Context: an optimization exercise on an open-source flow, tuned for small area and a short achievable clock period. The choices shown serve that exercise and are no tape-out recipe. Function not checked in this run: the RTL went through the layout flow alone. Power figures rest on the tool's default switching activity, not on a simulated workload.

--- flow/design.v ---
`timescale 1ns/1ps
module fc_layer (
    input  logic        clk,
    input  logic        rstn,
    input  logic        r_valid,
    input  logic [31:0] in_data,
    output logic        t_valid,
    output logic [31:0] out_data
);
    logic [3:0] cnt;
    logic       w_first, w_second, w_weight, w_bias;
    assign w_first  = r_valid && (cnt == 4'd2 || cnt == 4'd4 || cnt == 4'd6 || cnt == 4'd8);
    assign w_second = r_valid && (cnt == 4'd3 || cnt == 4'd5 || cnt == 4'd7 || cnt == 4'd9);
    assign w_weight = w_first || w_second;
    assign w_bias   = r_valid && (cnt == 4'd10);
    logic       start0;   
    logic       fin0;     
    logic       sb0;      
    logic [1:0] nid0;     
    always_ff @(posedge clk or negedge rstn) begin
        if (!rstn) begin
            cnt    <= '0;
            start0 <= 1'b0;
            fin0   <= 1'b0;
            sb0    <= 1'b0;
            nid0   <= '0;
        end else begin
            if (r_valid) cnt <= (cnt == 4'd10) ? 4'd0 : cnt + 4'd1;
            start0 <= w_first;
            fin0   <= w_second && (cnt != 4'd9);
            sb0    <= w_bias;
            nid0   <= cnt[2:1] - 2'd1;
        end
    end
    logic [31:0] feat_p, feat_q;
    always_ff @(posedge clk) begin
        if (r_valid && (cnt == 4'd0 || cnt >= 4'd3))
            feat_p <= (cnt == 4'd0) ? in_data : (cnt == 4'd10) ? 32'h0100_0000 : feat_q;
        if (r_valid && (cnt == 4'd1 || (cnt >= 4'd3 && cnt <= 4'd9)))
            feat_q <= (cnt == 4'd1) ? in_data : feat_p;
    end
    logic [3:0] neg0, one0, two0, neg1, one1, two1, neg2, one2, two2, neg3, one3, two3;
    for (genvar k = 0; k < 4; k++) begin : g_enc
        logic [8:0] wx;
        logic [3:0] ng, on, tw;
        logic [3:0] ng_q, on_q, tw_q;
        assign wx = {in_data[8*k +: 8], 1'b0};
        for (genvar m = 0; m < 4; m++) begin : g_dig
            assign ng[m] = wx[2*m+2];
            assign on[m] = wx[2*m+1] ^ wx[2*m];
            assign tw[m] = (wx[2*m+2] & ~wx[2*m+1] & ~wx[2*m]) | (~wx[2*m+2] & wx[2*m+1] & wx[2*m]);
        end
        always_ff @(posedge clk) begin
            ng_q <= ng & {4{r_valid}};
            on_q <= on & {4{r_valid}};
            tw_q <= tw & {4{r_valid}};
        end
    end
    assign {neg0, one0, two0} = {g_enc[0].ng_q, g_enc[0].on_q, g_enc[0].tw_q};
    assign {neg1, one1, two1} = {g_enc[1].ng_q, g_enc[1].on_q, g_enc[1].tw_q};
    assign {neg2, one2, two2} = {g_enc[2].ng_q, g_enc[2].on_q, g_enc[2].tw_q};
    assign {neg3, one3, two3} = {g_enc[3].ng_q, g_enc[3].on_q, g_enc[3].tw_q};
    logic [7:0] bias_b [3];
    assign bias_b[0] = {neg0[3], one0[3] ^ neg0[2], neg0[2], one0[2] ^ neg0[1], neg0[1], one0[1] ^ neg0[0], neg0[0], one0[0]};
    assign bias_b[1] = {neg1[3], one1[3] ^ neg1[2], neg1[2], one1[2] ^ neg1[1], neg1[1], one1[1] ^ neg1[0], neg1[0], one1[0]};
    assign bias_b[2] = {neg2[3], one2[3] ^ neg2[2], neg2[2], one2[2] ^ neg2[1], neg2[1], one2[1] ^ neg2[0], neg2[0], one2[0]};
    logic [7:0] xf0, xf1, xf2, xf3;
    assign {xf3, xf2, xf1, xf0} = feat_p;
    logic [18:0] acc_s, acc_c, acc_sk, acc_ck;
    logic        keep1;
    assign acc_sk = acc_s & {19{keep1}};
    assign acc_ck = acc_c & {19{keep1}};
    wire r0 = ((one0[0] & xf0[0])) ^ neg0[0];
    wire r1 = ((one0[0] & xf0[1]) | (two0[0] & xf0[0])) ^ neg0[0];
    wire r2 = ((one0[0] & xf0[2]) | (two0[0] & xf0[1])) ^ neg0[0];
    wire r3 = ((one0[0] & xf0[3]) | (two0[0] & xf0[2])) ^ neg0[0];
    wire r4 = ((one0[0] & xf0[4]) | (two0[0] & xf0[3])) ^ neg0[0];
    wire r5 = ((one0[0] & xf0[5]) | (two0[0] & xf0[4])) ^ neg0[0];
    wire r6 = ((one0[0] & xf0[6]) | (two0[0] & xf0[5])) ^ neg0[0];
    wire r7 = ((one0[0] & xf0[7]) | (two0[0] & xf0[6])) ^ neg0[0];
    wire r8 = ((one0[0] & xf0[7]) | (two0[0] & xf0[7])) ^ neg0[0];
    wire r9 = ~(((one0[0] & xf0[7]) | (two0[0] & xf0[7])) ^ neg0[0]);
    wire r10 = ((one0[1] & xf0[0])) ^ neg0[1];
    wire r11 = ((one0[1] & xf0[1]) | (two0[1] & xf0[0])) ^ neg0[1];
    wire r12 = ((one0[1] & xf0[2]) | (two0[1] & xf0[1])) ^ neg0[1];
    wire r13 = ((one0[1] & xf0[3]) | (two0[1] & xf0[2])) ^ neg0[1];
    wire r14 = ((one0[1] & xf0[4]) | (two0[1] & xf0[3])) ^ neg0[1];
    wire r15 = ((one0[1] & xf0[5]) | (two0[1] & xf0[4])) ^ neg0[1];
    wire r16 = ((one0[1] & xf0[6]) | (two0[1] & xf0[5])) ^ neg0[1];
    wire r17 = ((one0[1] & xf0[7]) | (two0[1] & xf0[6])) ^ neg0[1];
    wire r18 = ((one0[1] & xf0[7]) | (two0[1] & xf0[7])) ^ neg0[1];
    wire r19 = ~(((one0[1] & xf0[7]) | (two0[1] & xf0[7])) ^ neg0[1]);
    wire r20 = ((one0[2] & xf0[0])) ^ neg0[2];
    wire r21 = ((one0[2] & xf0[1]) | (two0[2] & xf0[0])) ^ neg0[2];
    wire r22 = ((one0[2] & xf0[2]) | (two0[2] & xf0[1])) ^ neg0[2];
    wire r23 = ((one0[2] & xf0[3]) | (two0[2] & xf0[2])) ^ neg0[2];
    wire r24 = ((one0[2] & xf0[4]) | (two0[2] & xf0[3])) ^ neg0[2];
    wire r25 = ((one0[2] & xf0[5]) | (two0[2] & xf0[4])) ^ neg0[2];
    wire r26 = ((one0[2] & xf0[6]) | (two0[2] & xf0[5])) ^ neg0[2];
    wire r27 = ((one0[2] & xf0[7]) | (two0[2] & xf0[6])) ^ neg0[2];
    wire r28 = ((one0[2] & xf0[7]) | (two0[2] & xf0[7])) ^ neg0[2];
    wire r29 = ~(((one0[2] & xf0[7]) | (two0[2] & xf0[7])) ^ neg0[2]);
    wire r30 = ((one0[3] & xf0[0])) ^ neg0[3];
    wire r31 = ((one0[3] & xf0[1]) | (two0[3] & xf0[0])) ^ neg0[3];
    wire r32 = ((one0[3] & xf0[2]) | (two0[3] & xf0[1])) ^ neg0[3];
    wire r33 = ((one0[3] & xf0[3]) | (two0[3] & xf0[2])) ^ neg0[3];
    wire r34 = ((one0[3] & xf0[4]) | (two0[3] & xf0[3])) ^ neg0[3];
    wire r35 = ((one0[3] & xf0[5]) | (two0[3] & xf0[4])) ^ neg0[3];
    wire r36 = ((one0[3] & xf0[6]) | (two0[3] & xf0[5])) ^ neg0[3];
    wire r37 = ((one0[3] & xf0[7]) | (two0[3] & xf0[6])) ^ neg0[3];
    wire r38 = ((one0[3] & xf0[7]) | (two0[3] & xf0[7])) ^ neg0[3];
    wire r39 = ~(((one0[3] & xf0[7]) | (two0[3] & xf0[7])) ^ neg0[3]);
    wire r40 = ((one1[0] & xf1[0])) ^ neg1[0];
    wire r41 = ((one1[0] & xf1[1]) | (two1[0] & xf1[0])) ^ neg1[0];
    wire r42 = ((one1[0] & xf1[2]) | (two1[0] & xf1[1])) ^ neg1[0];
    wire r43 = ((one1[0] & xf1[3]) | (two1[0] & xf1[2])) ^ neg1[0];
    wire r44 = ((one1[0] & xf1[4]) | (two1[0] & xf1[3])) ^ neg1[0];
    wire r45 = ((one1[0] & xf1[5]) | (two1[0] & xf1[4])) ^ neg1[0];
    wire r46 = ((one1[0] & xf1[6]) | (two1[0] & xf1[5])) ^ neg1[0];
    wire r47 = ((one1[0] & xf1[7]) | (two1[0] & xf1[6])) ^ neg1[0];
    wire r48 = ((one1[0] & xf1[7]) | (two1[0] & xf1[7])) ^ neg1[0];
    wire r49 = ~(((one1[0] & xf1[7]) | (two1[0] & xf1[7])) ^ neg1[0]);
    wire r50 = ((one1[1] & xf1[0])) ^ neg1[1];
    wire r51 = ((one1[1] & xf1[1]) | (two1[1] & xf1[0])) ^ neg1[1];
    wire r52 = ((one1[1] & xf1[2]) | (two1[1] & xf1[1])) ^ neg1[1];
    wire r53 = ((one1[1] & xf1[3]) | (two1[1] & xf1[2])) ^ neg1[1];
    wire r54 = ((one1[1] & xf1[4]) | (two1[1] & xf1[3])) ^ neg1[1];
    wire r55 = ((one1[1] & xf1[5]) | (two1[1] & xf1[4])) ^ neg1[1];
    wire r56 = ((one1[1] & xf1[6]) | (two1[1] & xf1[5])) ^ neg1[1];
    wire r57 = ((one1[1] & xf1[7]) | (two1[1] & xf1[6])) ^ neg1[1];
    wire r58 = ((one1[1] & xf1[7]) | (two1[1] & xf1[7])) ^ neg1[1];
    wire r59 = ~(((one1[1] & xf1[7]) | (two1[1] & xf1[7])) ^ neg1[1]);
    wire r60 = ((one1[2] & xf1[0])) ^ neg1[2];
    wire r61 = ((one1[2] & xf1[1]) | (two1[2] & xf1[0])) ^ neg1[2];
    wire r62 = ((one1[2] & xf1[2]) | (two1[2] & xf1[1])) ^ neg1[2];
    wire r63 = ((one1[2] & xf1[3]) | (two1[2] & xf1[2])) ^ neg1[2];
    wire r64 = ((one1[2] & xf1[4]) | (two1[2] & xf1[3])) ^ neg1[2];
    wire r65 = ((one1[2] & xf1[5]) | (two1[2] & xf1[4])) ^ neg1[2];
    wire r66 = ((one1[2] & xf1[6]) | (two1[2] & xf1[5])) ^ neg1[2];
    wire r67 = ((one1[2] & xf1[7]) | (two1[2] & xf1[6])) ^ neg1[2];
    wire r68 = ((one1[2] & xf1[7]) | (two1[2] & xf1[7])) ^ neg1[2];
    wire r69 = ~(((one1[2] & xf1[7]) | (two1[2] & xf1[7])) ^ neg1[2]);
    wire r70 = ((one1[3] & xf1[0])) ^ neg1[3];
    wire r71 = ((one1[3] & xf1[1]) | (two1[3] & xf1[0])) ^ neg1[3];
    wire r72 = ((one1[3] & xf1[2]) | (two1[3] & xf1[1])) ^ neg1[3];
    wire r73 = ((one1[3] & xf1[3]) | (two1[3] & xf1[2])) ^ neg1[3];
    wire r74 = ((one1[3] & xf1[4]) | (two1[3] & xf1[3])) ^ neg1[3];
    wire r75 = ((one1[3] & xf1[5]) | (two1[3] & xf1[4])) ^ neg1[3];
    wire r76 = ((one1[3] & xf1[6]) | (two1[3] & xf1[5])) ^ neg1[3];
    wire r77 = ((one1[3] & xf1[7]) | (two1[3] & xf1[6])) ^ neg1[3];
    wire r78 = ((one1[3] & xf1[7]) | (two1[3] & xf1[7])) ^ neg1[3];
    wire r79 = ~(((one1[3] & xf1[7]) | (two1[3] & xf1[7])) ^ neg1[3]);
    wire r80 = ((one2[0] & xf2[0])) ^ neg2[0];
    wire r81 = ((one2[0] & xf2[1]) | (two2[0] & xf2[0])) ^ neg2[0];
    wire r82 = ((one2[0] & xf2[2]) | (two2[0] & xf2[1])) ^ neg2[0];
    wire r83 = ((one2[0] & xf2[3]) | (two2[0] & xf2[2])) ^ neg2[0];
    wire r84 = ((one2[0] & xf2[4]) | (two2[0] & xf2[3])) ^ neg2[0];
    wire r85 = ((one2[0] & xf2[5]) | (two2[0] & xf2[4])) ^ neg2[0];
    wire r86 = ((one2[0] & xf2[6]) | (two2[0] & xf2[5])) ^ neg2[0];
    wire r87 = ((one2[0] & xf2[7]) | (two2[0] & xf2[6])) ^ neg2[0];
    wire r88 = ((one2[0] & xf2[7]) | (two2[0] & xf2[7])) ^ neg2[0];
    wire r89 = ~(((one2[0] & xf2[7]) | (two2[0] & xf2[7])) ^ neg2[0]);
    wire r90 = ((one2[1] & xf2[0])) ^ neg2[1];
    wire r91 = ((one2[1] & xf2[1]) | (two2[1] & xf2[0])) ^ neg2[1];
    wire r92 = ((one2[1] & xf2[2]) | (two2[1] & xf2[1])) ^ neg2[1];
    wire r93 = ((one2[1] & xf2[3]) | (two2[1] & xf2[2])) ^ neg2[1];
    wire r94 = ((one2[1] & xf2[4]) | (two2[1] & xf2[3])) ^ neg2[1];
    wire r95 = ((one2[1] & xf2[5]) | (two2[1] & xf2[4])) ^ neg2[1];
    wire r96 = ((one2[1] & xf2[6]) | (two2[1] & xf2[5])) ^ neg2[1];
    wire r97 = ((one2[1] & xf2[7]) | (two2[1] & xf2[6])) ^ neg2[1];
    wire r98 = ((one2[1] & xf2[7]) | (two2[1] & xf2[7])) ^ neg2[1];
    wire r99 = ~(((one2[1] & xf2[7]) | (two2[1] & xf2[7])) ^ neg2[1]);
    wire r100 = ((one2[2] & xf2[0])) ^ neg2[2];
    wire r101 = ((one2[2] & xf2[1]) | (two2[2] & xf2[0])) ^ neg2[2];
    wire r102 = ((one2[2] & xf2[2]) | (two2[2] & xf2[1])) ^ neg2[2];
    wire r103 = ((one2[2] & xf2[3]) | (two2[2] & xf2[2])) ^ neg2[2];
    wire r104 = ((one2[2] & xf2[4]) | (two2[2] & xf2[3])) ^ neg2[2];
    wire r105 = ((one2[2] & xf2[5]) | (two2[2] & xf2[4])) ^ neg2[2];
    wire r106 = ((one2[2] & xf2[6]) | (two2[2] & xf2[5])) ^ neg2[2];
    wire r107 = ((one2[2] & xf2[7]) | (two2[2] & xf2[6])) ^ neg2[2];
    wire r108 = ((one2[2] & xf2[7]) | (two2[2] & xf2[7])) ^ neg2[2];
    wire r109 = ~(((one2[2] & xf2[7]) | (two2[2] & xf2[7])) ^ neg2[2]);
    wire r110 = ((one2[3] & xf2[0])) ^ neg2[3];
    wire r111 = ((one2[3] & xf2[1]) | (two2[3] & xf2[0])) ^ neg2[3];
    wire r112 = ((one2[3] & xf2[2]) | (two2[3] & xf2[1])) ^ neg2[3];
    wire r113 = ((one2[3] & xf2[3]) | (two2[3] & xf2[2])) ^ neg2[3];
    wire r114 = ((one2[3] & xf2[4]) | (two2[3] & xf2[3])) ^ neg2[3];
    wire r115 = ((one2[3] & xf2[5]) | (two2[3] & xf2[4])) ^ neg2[3];
    wire r116 = ((one2[3] & xf2[6]) | (two2[3] & xf2[5])) ^ neg2[3];
    wire r117 = ((one2[3] & xf2[7]) | (two2[3] & xf2[6])) ^ neg2[3];
    wire r118 = ((one2[3] & xf2[7]) | (two2[3] & xf2[7])) ^ neg2[3];
    wire r119 = ~(((one2[3] & xf2[7]) | (two2[3] & xf2[7])) ^ neg2[3]);
    wire r120 = ((one3[0] & xf3[0])) ^ neg3[0];
    wire r121 = ((one3[0] & xf3[1]) | (two3[0] & xf3[0])) ^ neg3[0];
    wire r122 = ((one3[0] & xf3[2]) | (two3[0] & xf3[1])) ^ neg3[0];
    wire r123 = ((one3[0] & xf3[3]) | (two3[0] & xf3[2])) ^ neg3[0];
    wire r124 = ((one3[0] & xf3[4]) | (two3[0] & xf3[3])) ^ neg3[0];
    wire r125 = ((one3[0] & xf3[5]) | (two3[0] & xf3[4])) ^ neg3[0];
    wire r126 = ((one3[0] & xf3[6]) | (two3[0] & xf3[5])) ^ neg3[0];
    wire r127 = ((one3[0] & xf3[7]) | (two3[0] & xf3[6])) ^ neg3[0];
    wire r128 = ((one3[0] & xf3[7]) | (two3[0] & xf3[7])) ^ neg3[0];
    wire r129 = ~(((one3[0] & xf3[7]) | (two3[0] & xf3[7])) ^ neg3[0]);
    wire r130 = ((one3[1] & xf3[0])) ^ neg3[1];
    wire r131 = ((one3[1] & xf3[1]) | (two3[1] & xf3[0])) ^ neg3[1];
    wire r132 = ((one3[1] & xf3[2]) | (two3[1] & xf3[1])) ^ neg3[1];
    wire r133 = ((one3[1] & xf3[3]) | (two3[1] & xf3[2])) ^ neg3[1];
    wire r134 = ((one3[1] & xf3[4]) | (two3[1] & xf3[3])) ^ neg3[1];
    wire r135 = ((one3[1] & xf3[5]) | (two3[1] & xf3[4])) ^ neg3[1];
    wire r136 = ((one3[1] & xf3[6]) | (two3[1] & xf3[5])) ^ neg3[1];
    wire r137 = ((one3[1] & xf3[7]) | (two3[1] & xf3[6])) ^ neg3[1];
    wire r138 = ((one3[1] & xf3[7]) | (two3[1] & xf3[7])) ^ neg3[1];
    wire r139 = ~(((one3[1] & xf3[7]) | (two3[1] & xf3[7])) ^ neg3[1]);
    wire r140 = ((one3[2] & xf3[0])) ^ neg3[2];
    wire r141 = ((one3[2] & xf3[1]) | (two3[2] & xf3[0])) ^ neg3[2];
    wire r142 = ((one3[2] & xf3[2]) | (two3[2] & xf3[1])) ^ neg3[2];
    wire r143 = ((one3[2] & xf3[3]) | (two3[2] & xf3[2])) ^ neg3[2];
    wire r144 = ((one3[2] & xf3[4]) | (two3[2] & xf3[3])) ^ neg3[2];
    wire r145 = ((one3[2] & xf3[5]) | (two3[2] & xf3[4])) ^ neg3[2];
    wire r146 = ((one3[2] & xf3[6]) | (two3[2] & xf3[5])) ^ neg3[2];
    wire r147 = ((one3[2] & xf3[7]) | (two3[2] & xf3[6])) ^ neg3[2];
    wire r148 = ((one3[2] & xf3[7]) | (two3[2] & xf3[7])) ^ neg3[2];
    wire r149 = ~(((one3[2] & xf3[7]) | (two3[2] & xf3[7])) ^ neg3[2]);
    wire r150 = ((one3[3] & xf3[0])) ^ neg3[3];
    wire r151 = ((one3[3] & xf3[1]) | (two3[3] & xf3[0])) ^ neg3[3];
    wire r152 = ((one3[3] & xf3[2]) | (two3[3] & xf3[1])) ^ neg3[3];
    wire r153 = ((one3[3] & xf3[3]) | (two3[3] & xf3[2])) ^ neg3[3];
    wire r154 = ((one3[3] & xf3[4]) | (two3[3] & xf3[3])) ^ neg3[3];
    wire r155 = ((one3[3] & xf3[5]) | (two3[3] & xf3[4])) ^ neg3[3];
    wire r156 = ((one3[3] & xf3[6]) | (two3[3] & xf3[5])) ^ neg3[3];
    wire r157 = ((one3[3] & xf3[7]) | (two3[3] & xf3[6])) ^ neg3[3];
    wire r158 = ((one3[3] & xf3[7]) | (two3[3] & xf3[7])) ^ neg3[3];
    wire r159 = ~(((one3[3] & xf3[7]) | (two3[3] & xf3[7])) ^ neg3[3]);
    wire x160 = neg0[0] ^ neg1[0];
    wire s161 = x160 ^ neg2[0];
    wire c162 = (neg0[0] & neg1[0]) | (neg2[0] & x160);
    wire x163 = neg0[1] ^ neg1[1];
    wire s164 = x163 ^ neg2[1];
    wire c165 = (neg0[1] & neg1[1]) | (neg2[1] & x163);
    wire x166 = neg3[1] ^ r2;
    wire s167 = x166 ^ r10;
    wire c168 = (neg3[1] & r2) | (r10 & x166);
    wire x169 = r42 ^ r50;
    wire s170 = x169 ^ r82;
    wire c171 = (r42 & r50) | (r82 & x169);
    wire x172 = c165 ^ r3;
    wire s173 = x172 ^ r11;
    wire c174 = (c165 & r3) | (r11 & x172);
    wire x175 = r43 ^ r51;
    wire s176 = x175 ^ r83;
    wire c177 = (r43 & r51) | (r83 & x175);
    wire s178 = r91 ^ r123;
    wire c179 = r91 & r123;
    wire x180 = neg0[2] ^ neg1[2];
    wire s181 = x180 ^ neg2[2];
    wire c182 = (neg0[2] & neg1[2]) | (neg2[2] & x180);
    wire x183 = neg3[2] ^ r4;
    wire s184 = x183 ^ r12;
    wire c185 = (neg3[2] & r4) | (r12 & x183);
    wire x186 = r20 ^ r44;
    wire s187 = x186 ^ r52;
    wire c188 = (r20 & r44) | (r52 & x186);
    wire x189 = r60 ^ r84;
    wire s190 = x189 ^ r92;
    wire c191 = (r60 & r84) | (r92 & x189);
    wire x192 = r100 ^ r124;
    wire s193 = x192 ^ r132;
    wire c194 = (r100 & r124) | (r132 & x192);
    wire x195 = r140 ^ s181;
    wire s196 = x195 ^ c179;
    wire c197 = (r140 & s181) | (c179 & x195);
    wire s198 = c174 ^ c177;
    wire c199 = c174 & c177;
    wire x200 = c182 ^ r5;
    wire s201 = x200 ^ r13;
    wire c202 = (c182 & r5) | (r13 & x200);
    wire x203 = r21 ^ r45;
    wire s204 = x203 ^ r53;
    wire c205 = (r21 & r45) | (r53 & x203);
    wire x206 = r61 ^ r85;
    wire s207 = x206 ^ r93;
    wire c208 = (r61 & r85) | (r93 & x206);
    wire x209 = r101 ^ r125;
    wire s210 = x209 ^ r133;
    wire c211 = (r101 & r125) | (r133 & x209);
    wire x212 = r141 ^ c185;
    wire s213 = x212 ^ c188;
    wire c214 = (r141 & c185) | (c188 & x212);
    wire x215 = c191 ^ c194;
    wire s216 = x215 ^ s201;
    wire c217 = (c191 & c194) | (s201 & x215);
    wire s218 = s204 ^ s207;
    wire c219 = s204 & s207;
    wire x220 = neg0[3] ^ neg1[3];
    wire s221 = x220 ^ neg2[3];
    wire c222 = (neg0[3] & neg1[3]) | (neg2[3] & x220);
    wire x223 = neg3[3] ^ r6;
    wire s224 = x223 ^ r14;
    wire c225 = (neg3[3] & r6) | (r14 & x223);
    wire x226 = r22 ^ r30;
    wire s227 = x226 ^ r46;
    wire c228 = (r22 & r30) | (r46 & x226);
    wire x229 = r54 ^ r62;
    wire s230 = x229 ^ r70;
    wire c231 = (r54 & r62) | (r70 & x229);
    wire x232 = r86 ^ r94;
    wire s233 = x232 ^ r102;
    wire c234 = (r86 & r94) | (r102 & x232);
    wire x235 = r110 ^ r126;
    wire s236 = x235 ^ r134;
    wire c237 = (r110 & r126) | (r134 & x235);
    wire x238 = r142 ^ r150;
    wire s239 = x238 ^ s221;
    wire c240 = (r142 & r150) | (s221 & x238);
    wire x241 = c202 ^ c205;
    wire s242 = x241 ^ c208;
    wire c243 = (c202 & c205) | (c208 & x241);
    wire x244 = c211 ^ s224;
    wire s245 = x244 ^ s227;
    wire c246 = (c211 & s224) | (s227 & x244);
    wire x247 = s230 ^ s233;
    wire s248 = x247 ^ s236;
    wire c249 = (s230 & s233) | (s236 & x247);
    wire s250 = s239 ^ c219;
    wire c251 = s239 & c219;
    wire x252 = c222 ^ r7;
    wire s253 = x252 ^ r15;
    wire c254 = (c222 & r7) | (r15 & x252);
    wire x255 = r23 ^ r31;
    wire s256 = x255 ^ r47;
    wire c257 = (r23 & r31) | (r47 & x255);
    wire x258 = r55 ^ r63;
    wire s259 = x258 ^ r71;
    wire c260 = (r55 & r63) | (r71 & x258);
    wire x261 = r87 ^ r95;
    wire s262 = x261 ^ r103;
    wire c263 = (r87 & r95) | (r103 & x261);
    wire x264 = r111 ^ r127;
    wire s265 = x264 ^ r135;
    wire c266 = (r111 & r127) | (r135 & x264);
    wire x267 = r143 ^ r151;
    wire s268 = x267 ^ c225;
    wire c269 = (r143 & r151) | (c225 & x267);
    wire x270 = c228 ^ c231;
    wire s271 = x270 ^ c234;
    wire c272 = (c228 & c231) | (c234 & x270);
    wire x273 = c237 ^ c240;
    wire s274 = x273 ^ s253;
    wire c275 = (c237 & c240) | (s253 & x273);
    wire x276 = s256 ^ s259;
    wire s277 = x276 ^ s262;
    wire c278 = (s256 & s259) | (s262 & x276);
    wire x279 = s265 ^ c243;
    wire s280 = x279 ^ c246;
    wire c281 = (s265 & c243) | (c246 & x279);
    wire s282 = c249 ^ s268;
    wire c283 = c249 & s268;
    wire x284 = r8 ^ r16;
    wire s285 = x284 ^ r24;
    wire c286 = (r8 & r16) | (r24 & x284);
    wire x287 = r32 ^ r48;
    wire s288 = x287 ^ r56;
    wire c289 = (r32 & r48) | (r56 & x287);
    wire x290 = r64 ^ r72;
    wire s291 = x290 ^ r88;
    wire c292 = (r64 & r72) | (r88 & x290);
    wire x293 = r96 ^ r104;
    wire s294 = x293 ^ r112;
    wire c295 = (r96 & r104) | (r112 & x293);
    wire x296 = r128 ^ r136;
    wire s297 = x296 ^ r144;
    wire c298 = (r128 & r136) | (r144 & x296);
    wire x299 = r152 ^ c254;
    wire s300 = x299 ^ c257;
    wire c301 = (r152 & c254) | (c257 & x299);
    wire x302 = c260 ^ c263;
    wire s303 = x302 ^ c266;
    wire c304 = (c260 & c263) | (c266 & x302);
    wire x305 = s285 ^ s288;
    wire s306 = x305 ^ s291;
    wire c307 = (s285 & s288) | (s291 & x305);
    wire x308 = s294 ^ s297;
    wire s309 = x308 ^ c269;
    wire c310 = (s294 & s297) | (c269 & x308);
    wire x311 = c272 ^ c275;
    wire s312 = x311 ^ c278;
    wire c313 = (c272 & c275) | (c278 & x311);
    wire s314 = s300 ^ s303;
    wire c315 = s300 & s303;
    wire x316 = r9 ^ r17;
    wire s317 = x316 ^ r25;
    wire c318 = (r9 & r17) | (r25 & x316);
    wire x319 = r33 ^ r49;
    wire s320 = x319 ^ r57;
    wire c321 = (r33 & r49) | (r57 & x319);
    wire x322 = r65 ^ r73;
    wire s323 = x322 ^ r89;
    wire c324 = (r65 & r73) | (r89 & x322);
    wire x325 = r97 ^ r105;
    wire s326 = x325 ^ r113;
    wire c327 = (r97 & r105) | (r113 & x325);
    wire x328 = r129 ^ r137;
    wire s329 = x328 ^ r145;
    wire c330 = (r129 & r137) | (r145 & x328);
    wire x331 = r153 ^ c286;
    wire s332 = x331 ^ c289;
    wire c333 = (r153 & c286) | (c289 & x331);
    wire x334 = c292 ^ c295;
    wire s335 = x334 ^ c298;
    wire c336 = (c292 & c295) | (c298 & x334);
    wire x337 = s317 ^ s320;
    wire s338 = x337 ^ s323;
    wire c339 = (s317 & s320) | (s323 & x337);
    wire x340 = s326 ^ s329;
    wire s341 = x340 ^ c301;
    wire c342 = (s326 & s329) | (c301 & x340);
    wire x343 = c304 ^ c307;
    wire s344 = x343 ^ s332;
    wire c345 = (c304 & c307) | (s332 & x343);
    wire s346 = s335 ^ s338;
    wire c347 = s335 & s338;
    wire x348 = r18 ^ r26;
    wire s349 = x348 ^ r34;
    wire c350 = (r18 & r26) | (r34 & x348);
    wire x351 = r58 ^ r66;
    wire s352 = x351 ^ r74;
    wire c353 = (r58 & r66) | (r74 & x351);
    wire x354 = r98 ^ r106;
    wire s355 = x354 ^ r114;
    wire c356 = (r98 & r106) | (r114 & x354);
    wire x357 = r138 ^ r146;
    wire s358 = x357 ^ r154;
    wire c359 = (r138 & r146) | (r154 & x357);
    wire x360 = c318 ^ c321;
    wire s361 = x360 ^ c324;
    wire c362 = (c318 & c321) | (c324 & x360);
    wire x363 = c327 ^ c330;
    wire s364 = x363 ^ s349;
    wire c365 = (c327 & c330) | (s349 & x363);
    wire x366 = s352 ^ s355;
    wire s367 = x366 ^ s358;
    wire c368 = (s352 & s355) | (s358 & x366);
    wire x369 = c333 ^ c336;
    wire s370 = x369 ^ c339;
    wire c371 = (c333 & c336) | (c339 & x369);
    wire s372 = s361 ^ s364;
    wire c373 = s361 & s364;
    wire x374 = 1'b1 ^ r19;
    wire s375 = x374 ^ r27;
    wire c376 = (1'b1 & r19) | (r27 & x374);
    wire x377 = r35 ^ r59;
    wire s378 = x377 ^ r67;
    wire c379 = (r35 & r59) | (r67 & x377);
    wire x380 = r75 ^ r99;
    wire s381 = x380 ^ r107;
    wire c382 = (r75 & r99) | (r107 & x380);
    wire x383 = r115 ^ r139;
    wire s384 = x383 ^ r147;
    wire c385 = (r115 & r139) | (r147 & x383);
    wire x386 = r155 ^ c350;
    wire s387 = x386 ^ c353;
    wire c388 = (r155 & c350) | (c353 & x386);
    wire x389 = c356 ^ c359;
    wire s390 = x389 ^ s375;
    wire c391 = (c356 & c359) | (s375 & x389);
    wire x392 = s378 ^ s381;
    wire s393 = x392 ^ s384;
    wire c394 = (s378 & s381) | (s384 & x392);
    wire x395 = c362 ^ c365;
    wire s396 = x395 ^ c368;
    wire c397 = (c362 & c365) | (c368 & x395);
    wire x398 = 1'b1 ^ r28;
    wire s399 = x398 ^ r36;
    wire c400 = (1'b1 & r28) | (r36 & x398);
    wire x401 = r68 ^ r76;
    wire s402 = x401 ^ r108;
    wire c403 = (r68 & r76) | (r108 & x401);
    wire x404 = r116 ^ r148;
    wire s405 = x404 ^ r156;
    wire c406 = (r116 & r148) | (r156 & x404);
    wire x407 = c376 ^ c379;
    wire s408 = x407 ^ c382;
    wire c409 = (c376 & c379) | (c382 & x407);
    wire x410 = c385 ^ s399;
    wire s411 = x410 ^ s402;
    wire c412 = (c385 & s399) | (s402 & x410);
    wire s413 = s405 ^ c388;
    wire c414 = s405 & c388;
    wire x415 = r29 ^ r37;
    wire s416 = x415 ^ r69;
    wire c417 = (r29 & r37) | (r69 & x415);
    wire x418 = r77 ^ r109;
    wire s419 = x418 ^ r117;
    wire c420 = (r77 & r109) | (r117 & x418);
    wire x421 = r149 ^ r157;
    wire s422 = x421 ^ c400;
    wire c423 = (r149 & r157) | (c400 & x421);
    wire x424 = c403 ^ c406;
    wire s425 = x424 ^ s416;
    wire c426 = (c403 & c406) | (s416 & x424);
    wire x427 = 1'b1 ^ r38;
    wire s428 = x427 ^ r78;
    wire c429 = (1'b1 & r38) | (r78 & x427);
    wire s430 = r118 ^ r158;
    wire c431 = r118 & r158;
    logic pa0_0, pa0_1, pa0_2, pa0_3, pa0_4, pa0_5, pa1_0, pa1_1, pa1_2, pa1_3, pa1_4, pa2_0, pa2_1, pa2_2, pa2_3, pa2_4, pa2_5, pa3_0, pa3_1, pa3_2, pa3_3, pa3_4, pa3_5, pa4_0, pa4_1, pa4_2, pa4_3, pa4_4, pa4_5, pa5_0, pa5_1, pa5_2, pa5_3, pa5_4, pa5_5, pa6_0, pa6_1, pa6_2, pa6_3, pa6_4, pa6_5, pa7_0, pa7_1, pa7_2, pa7_3, pa7_4, pa7_5, pa8_0, pa8_1, pa8_2, pa8_3, pa8_4, pa8_5, pa9_0, pa9_1, pa9_2, pa9_3, pa9_4, pa9_5, pa10_0, pa10_1, pa10_2, pa10_3, pa10_4, pa10_5, pa11_0, pa11_1, pa11_2, pa11_3, pa11_4, pa11_5, pa12_0, pa12_1, pa12_2, pa12_3, pa12_4, pa12_5, pa13_0, pa13_1, pa13_2, pa13_3, pa13_4, pa13_5, pa14_0, pa14_1, pa14_2, pa14_3, pa14_4, pa14_5, pa15_0, pa15_1, pa15_2, pa15_3, pa15_4, pa15_5;
    always_ff @(posedge clk) begin
        pa0_0 <= neg3[0];
        pa0_1 <= r0;
        pa0_2 <= r40;
        pa0_3 <= r80;
        pa0_4 <= r120;
        pa0_5 <= s161;
        pa1_0 <= r1;
        pa1_1 <= r41;
        pa1_2 <= r81;
        pa1_3 <= r121;
        pa1_4 <= c162;
        pa2_0 <= r90;
        pa2_1 <= r122;
        pa2_2 <= r130;
        pa2_3 <= s164;
        pa2_4 <= s167;
        pa2_5 <= s170;
        pa3_0 <= r131;
        pa3_1 <= c168;
        pa3_2 <= c171;
        pa3_3 <= s173;
        pa3_4 <= s176;
        pa3_5 <= s178;
        pa4_0 <= s184;
        pa4_1 <= s187;
        pa4_2 <= s190;
        pa4_3 <= s193;
        pa4_4 <= s196;
        pa4_5 <= s198;
        pa5_0 <= s210;
        pa5_1 <= c197;
        pa5_2 <= c199;
        pa5_3 <= s213;
        pa5_4 <= s216;
        pa5_5 <= s218;
        pa6_0 <= c214;
        pa6_1 <= c217;
        pa6_2 <= s242;
        pa6_3 <= s245;
        pa6_4 <= s248;
        pa6_5 <= s250;
        pa7_0 <= s271;
        pa7_1 <= c251;
        pa7_2 <= s274;
        pa7_3 <= s277;
        pa7_4 <= s280;
        pa7_5 <= s282;
        pa8_0 <= s306;
        pa8_1 <= c283;
        pa8_2 <= c281;
        pa8_3 <= s309;
        pa8_4 <= s312;
        pa8_5 <= s314;
        pa9_0 <= c315;
        pa9_1 <= c310;
        pa9_2 <= c313;
        pa9_3 <= s341;
        pa9_4 <= s344;
        pa9_5 <= s346;
        pa10_0 <= s367;
        pa10_1 <= c347;
        pa10_2 <= c342;
        pa10_3 <= c345;
        pa10_4 <= s370;
        pa10_5 <= s372;
        pa11_0 <= s387;
        pa11_1 <= s390;
        pa11_2 <= s393;
        pa11_3 <= c373;
        pa11_4 <= c371;
        pa11_5 <= s396;
        pa12_0 <= c391;
        pa12_1 <= c394;
        pa12_2 <= s408;
        pa12_3 <= s411;
        pa12_4 <= c397;
        pa12_5 <= s413;
        pa13_0 <= s419;
        pa13_1 <= c409;
        pa13_2 <= c412;
        pa13_3 <= s422;
        pa13_4 <= c414;
        pa13_5 <= s425;
        pa14_0 <= c417;
        pa14_1 <= c420;
        pa14_2 <= s428;
        pa14_3 <= c423;
        pa14_4 <= c426;
        pa14_5 <= s430;
        pa15_0 <= r39;
        pa15_1 <= r79;
        pa15_2 <= r119;
        pa15_3 <= r159;
        pa15_4 <= c429;
        pa15_5 <= c431;
    end
    wire x432 = pa0_0 ^ pa0_1;
    wire s433 = x432 ^ pa0_2;
    wire c434 = (pa0_0 & pa0_1) | (pa0_2 & x432);
    wire x435 = pa0_3 ^ pa0_4;
    wire s436 = x435 ^ pa0_5;
    wire c437 = (pa0_3 & pa0_4) | (pa0_5 & x435);
    wire x438 = acc_sk[0] ^ acc_ck[0];
    wire s439 = x438 ^ s433;
    wire c440 = (acc_sk[0] & acc_ck[0]) | (s433 & x438);
    wire x441 = pa1_0 ^ pa1_1;
    wire s442 = x441 ^ pa1_2;
    wire c443 = (pa1_0 & pa1_1) | (pa1_2 & x441);
    wire x444 = pa1_3 ^ pa1_4;
    wire s445 = x444 ^ acc_sk[1];
    wire c446 = (pa1_3 & pa1_4) | (acc_sk[1] & x444);
    wire x447 = acc_ck[1] ^ c434;
    wire s448 = x447 ^ c437;
    wire c449 = (acc_ck[1] & c434) | (c437 & x447);
    wire x450 = s442 ^ s445;
    wire s451 = x450 ^ c440;
    wire c452 = (s442 & s445) | (c440 & x450);
    wire x453 = pa2_0 ^ pa2_1;
    wire s454 = x453 ^ pa2_2;
    wire c455 = (pa2_0 & pa2_1) | (pa2_2 & x453);
    wire x456 = pa2_3 ^ pa2_4;
    wire s457 = x456 ^ pa2_5;
    wire c458 = (pa2_3 & pa2_4) | (pa2_5 & x456);
    wire x459 = acc_sk[2] ^ acc_ck[2];
    wire s460 = x459 ^ c443;
    wire c461 = (acc_sk[2] & acc_ck[2]) | (c443 & x459);
    wire x462 = s454 ^ s457;
    wire s463 = x462 ^ c446;
    wire c464 = (s454 & s457) | (c446 & x462);
    wire x465 = c449 ^ s460;
    wire s466 = x465 ^ s463;
    wire c467 = (c449 & s460) | (s463 & x465);
    wire x468 = pa3_0 ^ pa3_1;
    wire s469 = x468 ^ pa3_2;
    wire c470 = (pa3_0 & pa3_1) | (pa3_2 & x468);
    wire x471 = pa3_3 ^ pa3_4;
    wire s472 = x471 ^ pa3_5;
    wire c473 = (pa3_3 & pa3_4) | (pa3_5 & x471);
    wire x474 = acc_sk[3] ^ acc_ck[3];
    wire s475 = x474 ^ c455;
    wire c476 = (acc_sk[3] & acc_ck[3]) | (c455 & x474);
    wire x477 = c458 ^ s469;
    wire s478 = x477 ^ s472;
    wire c479 = (c458 & s469) | (s472 & x477);
    wire x480 = c461 ^ s475;
    wire s481 = x480 ^ s478;
    wire c482 = (c461 & s475) | (s478 & x480);
    wire s483 = c464 ^ s481;
    wire c484 = c464 & s481;
    wire x485 = pa4_0 ^ pa4_1;
    wire s486 = x485 ^ pa4_2;
    wire c487 = (pa4_0 & pa4_1) | (pa4_2 & x485);
    wire x488 = pa4_3 ^ pa4_4;
    wire s489 = x488 ^ pa4_5;
    wire c490 = (pa4_3 & pa4_4) | (pa4_5 & x488);
    wire x491 = acc_sk[4] ^ acc_ck[4];
    wire s492 = x491 ^ c470;
    wire c493 = (acc_sk[4] & acc_ck[4]) | (c470 & x491);
    wire x494 = c473 ^ s486;
    wire s495 = x494 ^ s489;
    wire c496 = (c473 & s486) | (s489 & x494);
    wire x497 = c476 ^ c479;
    wire s498 = x497 ^ s492;
    wire c499 = (c476 & c479) | (s492 & x497);
    wire x500 = s495 ^ c482;
    wire s501 = x500 ^ s498;
    wire c502 = (s495 & c482) | (s498 & x500);
    wire x503 = pa5_0 ^ pa5_1;
    wire s504 = x503 ^ pa5_2;
    wire c505 = (pa5_0 & pa5_1) | (pa5_2 & x503);
    wire x506 = pa5_3 ^ pa5_4;
    wire s507 = x506 ^ pa5_5;
    wire c508 = (pa5_3 & pa5_4) | (pa5_5 & x506);
    wire x509 = acc_sk[5] ^ acc_ck[5];
    wire s510 = x509 ^ c487;
    wire c511 = (acc_sk[5] & acc_ck[5]) | (c487 & x509);
    wire x512 = c490 ^ s504;
    wire s513 = x512 ^ s507;
    wire c514 = (c490 & s504) | (s507 & x512);
    wire x515 = c493 ^ c496;
    wire s516 = x515 ^ s510;
    wire c517 = (c493 & c496) | (s510 & x515);
    wire x518 = s513 ^ c499;
    wire s519 = x518 ^ s516;
    wire c520 = (s513 & c499) | (s516 & x518);
    wire x521 = pa6_0 ^ pa6_1;
    wire s522 = x521 ^ pa6_2;
    wire c523 = (pa6_0 & pa6_1) | (pa6_2 & x521);
    wire x524 = pa6_3 ^ pa6_4;
    wire s525 = x524 ^ pa6_5;
    wire c526 = (pa6_3 & pa6_4) | (pa6_5 & x524);
    wire x527 = acc_sk[6] ^ acc_ck[6];
    wire s528 = x527 ^ c505;
    wire c529 = (acc_sk[6] & acc_ck[6]) | (c505 & x527);
    wire x530 = c508 ^ s522;
    wire s531 = x530 ^ s525;
    wire c532 = (c508 & s522) | (s525 & x530);
    wire x533 = c511 ^ c514;
    wire s534 = x533 ^ s528;
    wire c535 = (c511 & c514) | (s528 & x533);
    wire x536 = s531 ^ c517;
    wire s537 = x536 ^ s534;
    wire c538 = (s531 & c517) | (s534 & x536);
    wire x539 = pa7_0 ^ pa7_1;
    wire s540 = x539 ^ pa7_2;
    wire c541 = (pa7_0 & pa7_1) | (pa7_2 & x539);
    wire x542 = pa7_3 ^ pa7_4;
    wire s543 = x542 ^ pa7_5;
    wire c544 = (pa7_3 & pa7_4) | (pa7_5 & x542);
    wire x545 = acc_sk[7] ^ acc_ck[7];
    wire s546 = x545 ^ c523;
    wire c547 = (acc_sk[7] & acc_ck[7]) | (c523 & x545);
    wire x548 = c526 ^ s540;
    wire s549 = x548 ^ s543;
    wire c550 = (c526 & s540) | (s543 & x548);
    wire x551 = c529 ^ c532;
    wire s552 = x551 ^ s546;
    wire c553 = (c529 & c532) | (s546 & x551);
    wire x554 = s549 ^ c535;
    wire s555 = x554 ^ s552;
    wire c556 = (s549 & c535) | (s552 & x554);
    wire x557 = pa8_0 ^ pa8_1;
    wire s558 = x557 ^ pa8_2;
    wire c559 = (pa8_0 & pa8_1) | (pa8_2 & x557);
    wire x560 = pa8_3 ^ pa8_4;
    wire s561 = x560 ^ pa8_5;
    wire c562 = (pa8_3 & pa8_4) | (pa8_5 & x560);
    wire x563 = acc_sk[8] ^ acc_ck[8];
    wire s564 = x563 ^ c541;
    wire c565 = (acc_sk[8] & acc_ck[8]) | (c541 & x563);
    wire x566 = c544 ^ s558;
    wire s567 = x566 ^ s561;
    wire c568 = (c544 & s558) | (s561 & x566);
    wire x569 = c547 ^ c550;
    wire s570 = x569 ^ s564;
    wire c571 = (c547 & c550) | (s564 & x569);
    wire x572 = s567 ^ c553;
    wire s573 = x572 ^ s570;
    wire c574 = (s567 & c553) | (s570 & x572);
    wire x575 = pa9_0 ^ pa9_1;
    wire s576 = x575 ^ pa9_2;
    wire c577 = (pa9_0 & pa9_1) | (pa9_2 & x575);
    wire x578 = pa9_3 ^ pa9_4;
    wire s579 = x578 ^ pa9_5;
    wire c580 = (pa9_3 & pa9_4) | (pa9_5 & x578);
    wire x581 = acc_sk[9] ^ acc_ck[9];
    wire s582 = x581 ^ c559;
    wire c583 = (acc_sk[9] & acc_ck[9]) | (c559 & x581);
    wire x584 = c562 ^ s576;
    wire s585 = x584 ^ s579;
    wire c586 = (c562 & s576) | (s579 & x584);
    wire x587 = c565 ^ c568;
    wire s588 = x587 ^ s582;
    wire c589 = (c565 & c568) | (s582 & x587);
    wire x590 = s585 ^ c571;
    wire s591 = x590 ^ s588;
    wire c592 = (s585 & c571) | (s588 & x590);
    wire x593 = pa10_0 ^ pa10_1;
    wire s594 = x593 ^ pa10_2;
    wire c595 = (pa10_0 & pa10_1) | (pa10_2 & x593);
    wire x596 = pa10_3 ^ pa10_4;
    wire s597 = x596 ^ pa10_5;
    wire c598 = (pa10_3 & pa10_4) | (pa10_5 & x596);
    wire x599 = acc_sk[10] ^ acc_ck[10];
    wire s600 = x599 ^ c577;
    wire c601 = (acc_sk[10] & acc_ck[10]) | (c577 & x599);
    wire x602 = c580 ^ s594;
    wire s603 = x602 ^ s597;
    wire c604 = (c580 & s594) | (s597 & x602);
    wire x605 = c583 ^ c586;
    wire s606 = x605 ^ s600;
    wire c607 = (c583 & c586) | (s600 & x605);
    wire x608 = s603 ^ c589;
    wire s609 = x608 ^ s606;
    wire c610 = (s603 & c589) | (s606 & x608);
    wire x611 = pa11_0 ^ pa11_1;
    wire s612 = x611 ^ pa11_2;
    wire c613 = (pa11_0 & pa11_1) | (pa11_2 & x611);
    wire x614 = pa11_3 ^ pa11_4;
    wire s615 = x614 ^ pa11_5;
    wire c616 = (pa11_3 & pa11_4) | (pa11_5 & x614);
    wire x617 = acc_sk[11] ^ acc_ck[11];
    wire s618 = x617 ^ c595;
    wire c619 = (acc_sk[11] & acc_ck[11]) | (c595 & x617);
    wire x620 = c598 ^ s612;
    wire s621 = x620 ^ s615;
    wire c622 = (c598 & s612) | (s615 & x620);
    wire x623 = c601 ^ c604;
    wire s624 = x623 ^ s618;
    wire c625 = (c601 & c604) | (s618 & x623);
    wire x626 = s621 ^ c607;
    wire s627 = x626 ^ s624;
    wire c628 = (s621 & c607) | (s624 & x626);
    wire x629 = pa12_0 ^ pa12_1;
    wire s630 = x629 ^ pa12_2;
    wire c631 = (pa12_0 & pa12_1) | (pa12_2 & x629);
    wire x632 = pa12_3 ^ pa12_4;
    wire s633 = x632 ^ pa12_5;
    wire c634 = (pa12_3 & pa12_4) | (pa12_5 & x632);
    wire x635 = acc_sk[12] ^ acc_ck[12];
    wire s636 = x635 ^ c613;
    wire c637 = (acc_sk[12] & acc_ck[12]) | (c613 & x635);
    wire x638 = c616 ^ s630;
    wire s639 = x638 ^ s633;
    wire c640 = (c616 & s630) | (s633 & x638);
    wire x641 = c619 ^ c622;
    wire s642 = x641 ^ s636;
    wire c643 = (c619 & c622) | (s636 & x641);
    wire x644 = s639 ^ c625;
    wire s645 = x644 ^ s642;
    wire c646 = (s639 & c625) | (s642 & x644);
    wire x647 = pa13_0 ^ pa13_1;
    wire s648 = x647 ^ pa13_2;
    wire c649 = (pa13_0 & pa13_1) | (pa13_2 & x647);
    wire x650 = pa13_3 ^ pa13_4;
    wire s651 = x650 ^ pa13_5;
    wire c652 = (pa13_3 & pa13_4) | (pa13_5 & x650);
    wire x653 = acc_sk[13] ^ acc_ck[13];
    wire s654 = x653 ^ c631;
    wire c655 = (acc_sk[13] & acc_ck[13]) | (c631 & x653);
    wire x656 = c634 ^ s648;
    wire s657 = x656 ^ s651;
    wire c658 = (c634 & s648) | (s651 & x656);
    wire x659 = c637 ^ c640;
    wire s660 = x659 ^ s654;
    wire c661 = (c637 & c640) | (s654 & x659);
    wire x662 = s657 ^ c643;
    wire s663 = x662 ^ s660;
    wire c664 = (s657 & c643) | (s660 & x662);
    wire x665 = pa14_0 ^ pa14_1;
    wire s666 = x665 ^ pa14_2;
    wire c667 = (pa14_0 & pa14_1) | (pa14_2 & x665);
    wire x668 = pa14_3 ^ pa14_4;
    wire s669 = x668 ^ pa14_5;
    wire c670 = (pa14_3 & pa14_4) | (pa14_5 & x668);
    wire x671 = acc_sk[14] ^ acc_ck[14];
    wire s672 = x671 ^ c649;
    wire c673 = (acc_sk[14] & acc_ck[14]) | (c649 & x671);
    wire x674 = c652 ^ s666;
    wire s675 = x674 ^ s669;
    wire c676 = (c652 & s666) | (s669 & x674);
    wire x677 = c655 ^ c658;
    wire s678 = x677 ^ s672;
    wire c679 = (c655 & c658) | (s672 & x677);
    wire x680 = s675 ^ c661;
    wire s681 = x680 ^ s678;
    wire c682 = (s675 & c661) | (s678 & x680);
    wire x683 = pa15_0 ^ pa15_1;
    wire s684 = x683 ^ pa15_2;
    wire c685 = (pa15_0 & pa15_1) | (pa15_2 & x683);
    wire x686 = pa15_3 ^ pa15_4;
    wire s687 = x686 ^ pa15_5;
    wire c688 = (pa15_3 & pa15_4) | (pa15_5 & x686);
    wire x689 = acc_sk[15] ^ acc_ck[15];
    wire s690 = x689 ^ c667;
    wire c691 = (acc_sk[15] & acc_ck[15]) | (c667 & x689);
    wire x692 = c670 ^ s684;
    wire s693 = x692 ^ s687;
    wire c694 = (c670 & s684) | (s687 & x692);
    wire x695 = c673 ^ c676;
    wire s696 = x695 ^ s690;
    wire c697 = (c673 & c676) | (s690 & x695);
    wire x698 = s693 ^ c679;
    wire s699 = x698 ^ s696;
    wire c700 = (s693 & c679) | (s696 & x698);
    wire x701 = 1'b1 ^ acc_sk[16];
    wire s702 = x701 ^ acc_ck[16];
    wire c703 = (1'b1 & acc_sk[16]) | (acc_ck[16] & x701);
    wire x704 = c685 ^ c688;
    wire s705 = x704 ^ s702;
    wire c706 = (c685 & c688) | (s702 & x704);
    wire x707 = c691 ^ c694;
    wire s708 = x707 ^ s705;
    wire c709 = (c691 & c694) | (s705 & x707);
    wire s710 = c697 ^ s708;
    wire c711 = c697 & s708;
    wire x712 = acc_sk[17] ^ acc_ck[17];
    wire s713 = x712 ^ c703;
    wire c714 = (acc_sk[17] & acc_ck[17]) | (c703 & x712);
    wire x715 = c706 ^ s713;
    wire s716 = x715 ^ c709;
    wire c717 = (c706 & s713) | (c709 & x715);
    wire x718 = 1'b1 ^ acc_sk[18];
    wire s719 = x718 ^ acc_ck[18];
    wire s720 = s719 ^ c714;
    always_ff @(posedge clk) begin
        acc_s <= {c717, c711, c700, c682, c664, c646, c628, c610, c592, c574, c556, c538, c520, c502, c484, c467, c452, s448, s436};
        acc_c <= {s720, s716, s710, s699, s681, s663, s645, s627, s609, s591, s573, s555, s537, s519, s501, s483, s466, s451, s439};
    end
    logic       fin1, sb1, fin2, sb2;
    logic [1:0] nid1, nid2;
    always_ff @(posedge clk or negedge rstn) begin
        if (!rstn) begin
            keep1   <= 1'b0;
            fin1    <= 1'b0;
            sb1     <= 1'b0;
            nid1    <= '0;
            fin2    <= 1'b0;
            sb2     <= 1'b0;
            nid2    <= '0;
            t_valid <= 1'b0;
        end else begin
            keep1   <= !start0;
            fin1    <= fin0;
            sb1     <= sb0;
            nid1    <= nid0;
            fin2    <= fin1;
            sb2     <= sb1;
            nid2    <= nid1;
            t_valid <= sb2;
        end
    end
    logic [18:0] tot;
    assign tot = acc_s + acc_c;
    logic signed [10:0] tot_hi;
    logic signed [8:0]  tot_hc;
    assign tot_hi = tot[18:8];
    assign tot_hc = (tot_hi > 11'sd128) ? 9'sd128 : (tot_hi < -11'sd129) ? -9'sd129 : tot_hi[8:0];
    logic signed [8:0] held_h [3];
    logic [7:0]        held_l [3];
    always_ff @(posedge clk) begin
        for (int j = 0; j < 3; j++) begin
            if (fin2 && nid2 == 2'(j)) begin
                held_h[j] <= tot_hc;
                held_l[j] <= tot[7:0];
            end
        end
    end
    function automatic logic [7:0] sat(input logic signed [9:0] z);
        if (z > 10'sd127) sat = 8'h7f;
        else if (z < -10'sd128) sat = 8'h80;
        else sat = z[7:0];
    endfunction
    logic [7:0] cand_dn [3];
    logic [7:0] cand_eq [3];
    logic [7:0] cand_up [3];
    logic [2:0] bias_co;
    for (genvar j = 0; j < 3; j++) begin : g_fin
        logic [8:0] lo_sum;
        assign cand_dn[j] = sat($signed({held_h[j][8], held_h[j]}) - 10'sd1);
        assign cand_eq[j] = sat($signed({held_h[j][8], held_h[j]}));
        assign cand_up[j] = sat($signed({held_h[j][8], held_h[j]}) + 10'sd1);
        assign lo_sum     = {1'b0, held_l[j]} + {1'b0, bias_b[j]};
        assign bias_co[j] = lo_sum[8];
    end
    always_ff @(posedge clk) begin
        if (sb0) begin
            for (int j = 0; j < 3; j++)
                out_data[31-8*j -: 8] <= (bias_co[j] == bias_b[j][7]) ? cand_eq[j] :
                                         bias_co[j] ? cand_up[j] : cand_dn[j];
        end
        out_data[7:0] <= (tot_hi > 11'sd127) ? 8'h7f : (tot_hi < -11'sd128) ? 8'h80 : tot_hi[7:0];
    end
endmodule
--- flow/run.sh ---
#!/bin/bash
# synth_recipe.tcl (not shown) runs the flow's synth.tcl, then flattens the netlist and writes it again
# the make line also repeats each setting of config.mk as NAME=value (left out here)
make -C /OpenROAD-flow-scripts/flow DESIGN_CONFIG=/design/flow/config.mk WORK_HOME=/design/flow/orfs CLKGATE_MAP_FILE= SYNTH_SCRIPT=/design/flow/synth_recipe.tcl finish
--- flow/config.mk ---
export PLATFORM = sky130hd
export DESIGN_NAME = fc_layer
export DESIGN_NICKNAME = fc_layer
export VERILOG_FILES = /design/flow/design.v
export SDC_FILE = /design/flow/constraint.sdc
export NUM_CORES = 4
export LEC_CHECK = 0
export ABC_CLOCK_PERIOD_IN_PS = 2500
export CAP_MARGIN = 20
export CORE_MARGIN = 2
export CORE_UTILIZATION = 40
export SETUP_SLACK_MARGIN = 5
export SLEW_MARGIN = 20
--- flow/constraint.sdc ---
create_clock -name core_clock -period 8.0 [get_ports {clk}]
set_input_delay 1.6000 -clock core_clock [delete_from_list [all_inputs] [get_ports {clk}]]
set_output_delay 1.6000 -clock core_clock [all_outputs]
set_load 0.01 [all_outputs]
==> notes.md <==
flip-flops by register name (all words and copies together), names as in the netlist, 16 cells and up:
name / flops
acc_c: 19
g_enc.tw_q: 16
acc_s: 19
held_h: 27
g_enc.ng_q: 16
feat_p: 32
held_l: 24
feat_q: 32
g_enc.on_q: 16
out_data: 32
stage by stage:
step | power (uW) | cells | utilization | setup WS (ns)
detailed placement | 9025 | 2576 | 0.4274 | 4.349
floorplan | 7248 | 1972 | - | 5.076
CTS | 11150 | 2659 | 0.4564 | 4.981
global route | 12380 | 2667 | 0.4599 | 4.880
finish | 11290 | 2667 | 0.4599 | 4.987
global placement | 8767 | 2576 | 0.4274 | 4.367
worst max-delay path: cells and delay by family, from the launching register on:
kind / cells / cell delay [ns]
fa+ha+maj: 1 / 0.29
compound gates: 5 / 1.49
simple gates: 2 / 0.71
flops: 1 / 0.33
logic make-up after synthesis:
logic type      Yosys count
flops                   347
buf+inv                 337
compound gates          415
xor+xnor                209
mux                      40
simple gates            383
fa+ha+maj               241
synthesized netlist by cell type, types with 6 or more instances:
cell type	number	area, sq um
a211oi_1	10	75.07
dfrtp_1	19	475.5
and2_1	52	325.3
nand2_1	144	540.5
nand2b_1	8	50.05
xnor2_1	139	1217
a22oi_1	112	840.8
a21oi_1	50	250.2
xor2_1	70	613.1
buf_1	9	33.78
inv_1	179	671.9
mux2_2	32	360.4
a21o_1	7	52.55
o211ai_1	31	232.7
nor4_1	7	43.79
dfxtp_1	189	3784
nor2b_1	9	56.30
a31oi_1	7	43.79
o21ai_0	111	555.5
mux2i_1	8	80.08
fa_1	175	3503
and3_1	9	56.30
o21a_1	11	82.58
nand4_1	7	43.79
nor3_1	18	90.09
ha_1	65	813.3
a22o_1	31	271.5
nor2_1	65	244.0
clkbuf_1	141	529.3
buf_2	6	30.03
edfxtp_1	139	4174
nand3_1	38	190.2
cell usage in the layout (no fill, tap or decap), drive strengths merged, types with 4 or more instances in the layout:
cell,count
nand2,144
dlygate4sd2,33
o211ai,31
o21ai,113
dfrtp,19
xnor2,139
o31ai,6
nand2b,8
nor2,65
or4,5
a2111oi,5
edfxtp,139
a22oi,113
nand3,38
nor4b,4
and2,52
a21o,7
clkinv,15
ha,65
dfxtp,189
and3,9
o31a,4
clkdlybuf4s50,34
fa,175
or2,4
xor2,70
nor2b,10
a21oi,50
nand4,7
o21a,11
a211oi,11
nor4,7
clkbuf,53
nor3,18
buf,28
a22o,31
mux2,32
mux2i,8
a31oi,7
inv,184
cell type report:
type	count	area, sq um	share of cell area
clock buffers	53	1176	0.04955
clock inverters	23	188.9	0.007960
inverters	181	679.4	0.02862
multi-input cells	1288	11550	0.4867
flip-flops and latches	347	8446	0.3558
well taps	680	850.8	0.03584
repair buffers	95	843.3	0.03553
power breakdown:
group	internal (uW)	total (uW)	switching [uW]	leakage (uW)
Combinational	2610	6040	3440	0.00559
Sequential	2820	3380	563	0.00311
Clock	1110	1870	758	0.000679
layer usage:
layer / part of all wire / up-vias
met3: 0.051 / 107
li1: - / 6643
met5: 0 / -
met1: 0.43 / 6959
met2: 0.47 / 433
met4: 0.045 / 0
repair_timing:
item,in CTS,in global routing
setup buffers,7,8
pin swaps,11,11
setup endpoints to repair,130,48
gates resized for setup,60,40
worst max-delay path by stage:
stage              from            to  slack [ns]  cells past startpoint
2_1_floorplan   r_valid     feat_q[0]        5.08                      3
3_3_place_gp    r_valid     feat_p[3]        4.37                      3
3_5_place_dp    r_valid     feat_p[3]        4.35                      3
4_1_cts        acc_s[0]  held_h[0][2]        4.98                     11
5_1_grt        acc_s[2]  held_h[1][5]        4.88                      9
6_report       acc_s[1]  held_h[1][5]        4.99                      8
==> flow_summary.ini <==
[grt]
overflow = 0
use_met1 = 0.2507
globalRouteTotalUtil = 0.1937
busiest_layer = met2
grt_pass1_wl_microns = 81150
grt_max_degree = 55
antenna_found_initial = 0
met2_usage = 0.3199
grt_util_met3 = 0.02783
grt_pass1_vias = 14310

[floorplanning]
die_x_microns = 233.2
core_area_sq_mm = 0.05161
start_util = 0.4070
die-area_sq_mm = 0.05437
num_rows = 83
io_pins = 68
die_h_microns = 233.2

[logic_synthesis]
ys_ff_latch = 347
synth_fa_ha_area_frac = 0.2060
synth_nets = 2247
synth-simple-area-share = 0.08815
synthMuxAreaShare = 0.02096
synth_top_family_by_area = adder cells
netlist_instances = 1972
synth_xor_area_frac = 0.08714
synth_compound_area_frac = 0.1358
seq_area_frac_synth = 0.4014
synth-edff-count = 139
syn_area_sq_mm = 0.02101
yosysWarnings = 7
ys.flop_type = dfxtp_1
synthArstFlopShare = 0.05476
synth_cell_types = 72
avgSynthCellArea_sq_um = 10.65

[drt]
final_antenna_net_count = 0
drtPass1Iterations = 6
vias = 14142
routed_wl_microns = 51330
drc = 0
wl_per_cell_microns = 19.25
first_iter_violations = 1044
viasPerCell = 5.303

[placement]
place_hpwl_microns = 38320
dpl_cell_area_sq_mm = 0.02206
port_buffers = 67
gp_congestion = 0.9623

[sta]
slew_headroom = 0.4133
final_max_slew_viol_count = 0
fin_crit_ns = 3.013
final_hold_viol_count = 0
skew_ns = 0.02477
worstMarginPinSlew_ns = 0.8800
setup_tns_ns = 0
timing.hold.ws_ns = 0.3437
max_freq_mhz = 331.9
rsz0062_at_grt = yes
finalSetupViolations = 0
finalCritPeriodShare = 0.3766

[pwr]
cellPowerDensity_mw_per_mm2 = 475.7
max-vdd-ir-drop_v = 0.0002290
p_leak_uw = 0.009375

[setup_path]
required_ns = 8.38
r2r_end = held_h[1][5]
arrival_ns = 3.39
cp_cell_sequence = ha_1 > a21oi_1 > o2111a_2 > a2111oi_2 > a311oi_2 > nand4_1 > or4b_4 > a22oi_2
r2r_slack_ns = 4.99
cp-end-kind = register
crit_fanout = 4
start_kind = register
slowest_stage = or4b_4
r2r-start = acc_s[1]
path_class = register to register
rr_worst_depth = 8
slowest_delay_ns = 0.56

[finish]
n_antenna_cell = 0
area_growth_syn_to_layout_pct = 12.99
fill_cells = 4728
final_cell_area_sq_mm = 0.02374
drive_gt1_frac = 0.1012
finalNetCount = 2229

[clock_tree]
clk_pin_slew_worst_paths_ns = 0.06
hold_buffers = 0
cts_tree = built
cts_root_buf = clkbuf_16
ctsLongestPathBuffers = 3
clock_latency_ns = 0.58
htree_num_levels = 2
cts_buffers = 41
clock_sinks = 347

[min_path]
hold_path.startpoint = nid1[1]
hold_path_class = register to register
whs_endpoint = nid2[1]
holdPathStages = 0

[job]
maxCapViolations = 0

[outcome]
status = complete, no violations

what the ideal ports hide:
Ports are ideal in the flow. The routed layout listed here was re-timed in OpenROAD. Step 1 (the two cells are an assumption about what drives the block):
set clk [get_ports {clk}]
set_driving_cell -lib_cell sky130_fd_sc_hd__clkbuf_16 $clk
set_driving_cell -lib_cell sky130_fd_sc_hd__buf_2 [delete_from_list [all_inputs] $clk]
Step 2 adds t to the input delays and takes it off the output delays; t is the mean of the earliest and latest rising clock arrival at the registers after step 1. Input paths then give back, and output paths get back, about the clock's delay inside the block. Three values: ideal ports, drivers, drivers and shift; two values: the first two.
t, ns: 0.623
setup WS [ns]: 4.987 / 4.987 / 4.641
worst hold slack (ns): 0.344 / 0.344 / 0.344
slew at the worst register clock pin (ns): 0.06 / 0.06
After both steps this run still meets setup and hold. For this run, drivers alone change the setup slack by 0.000 ns; drivers and shift together by -0.346 ns.
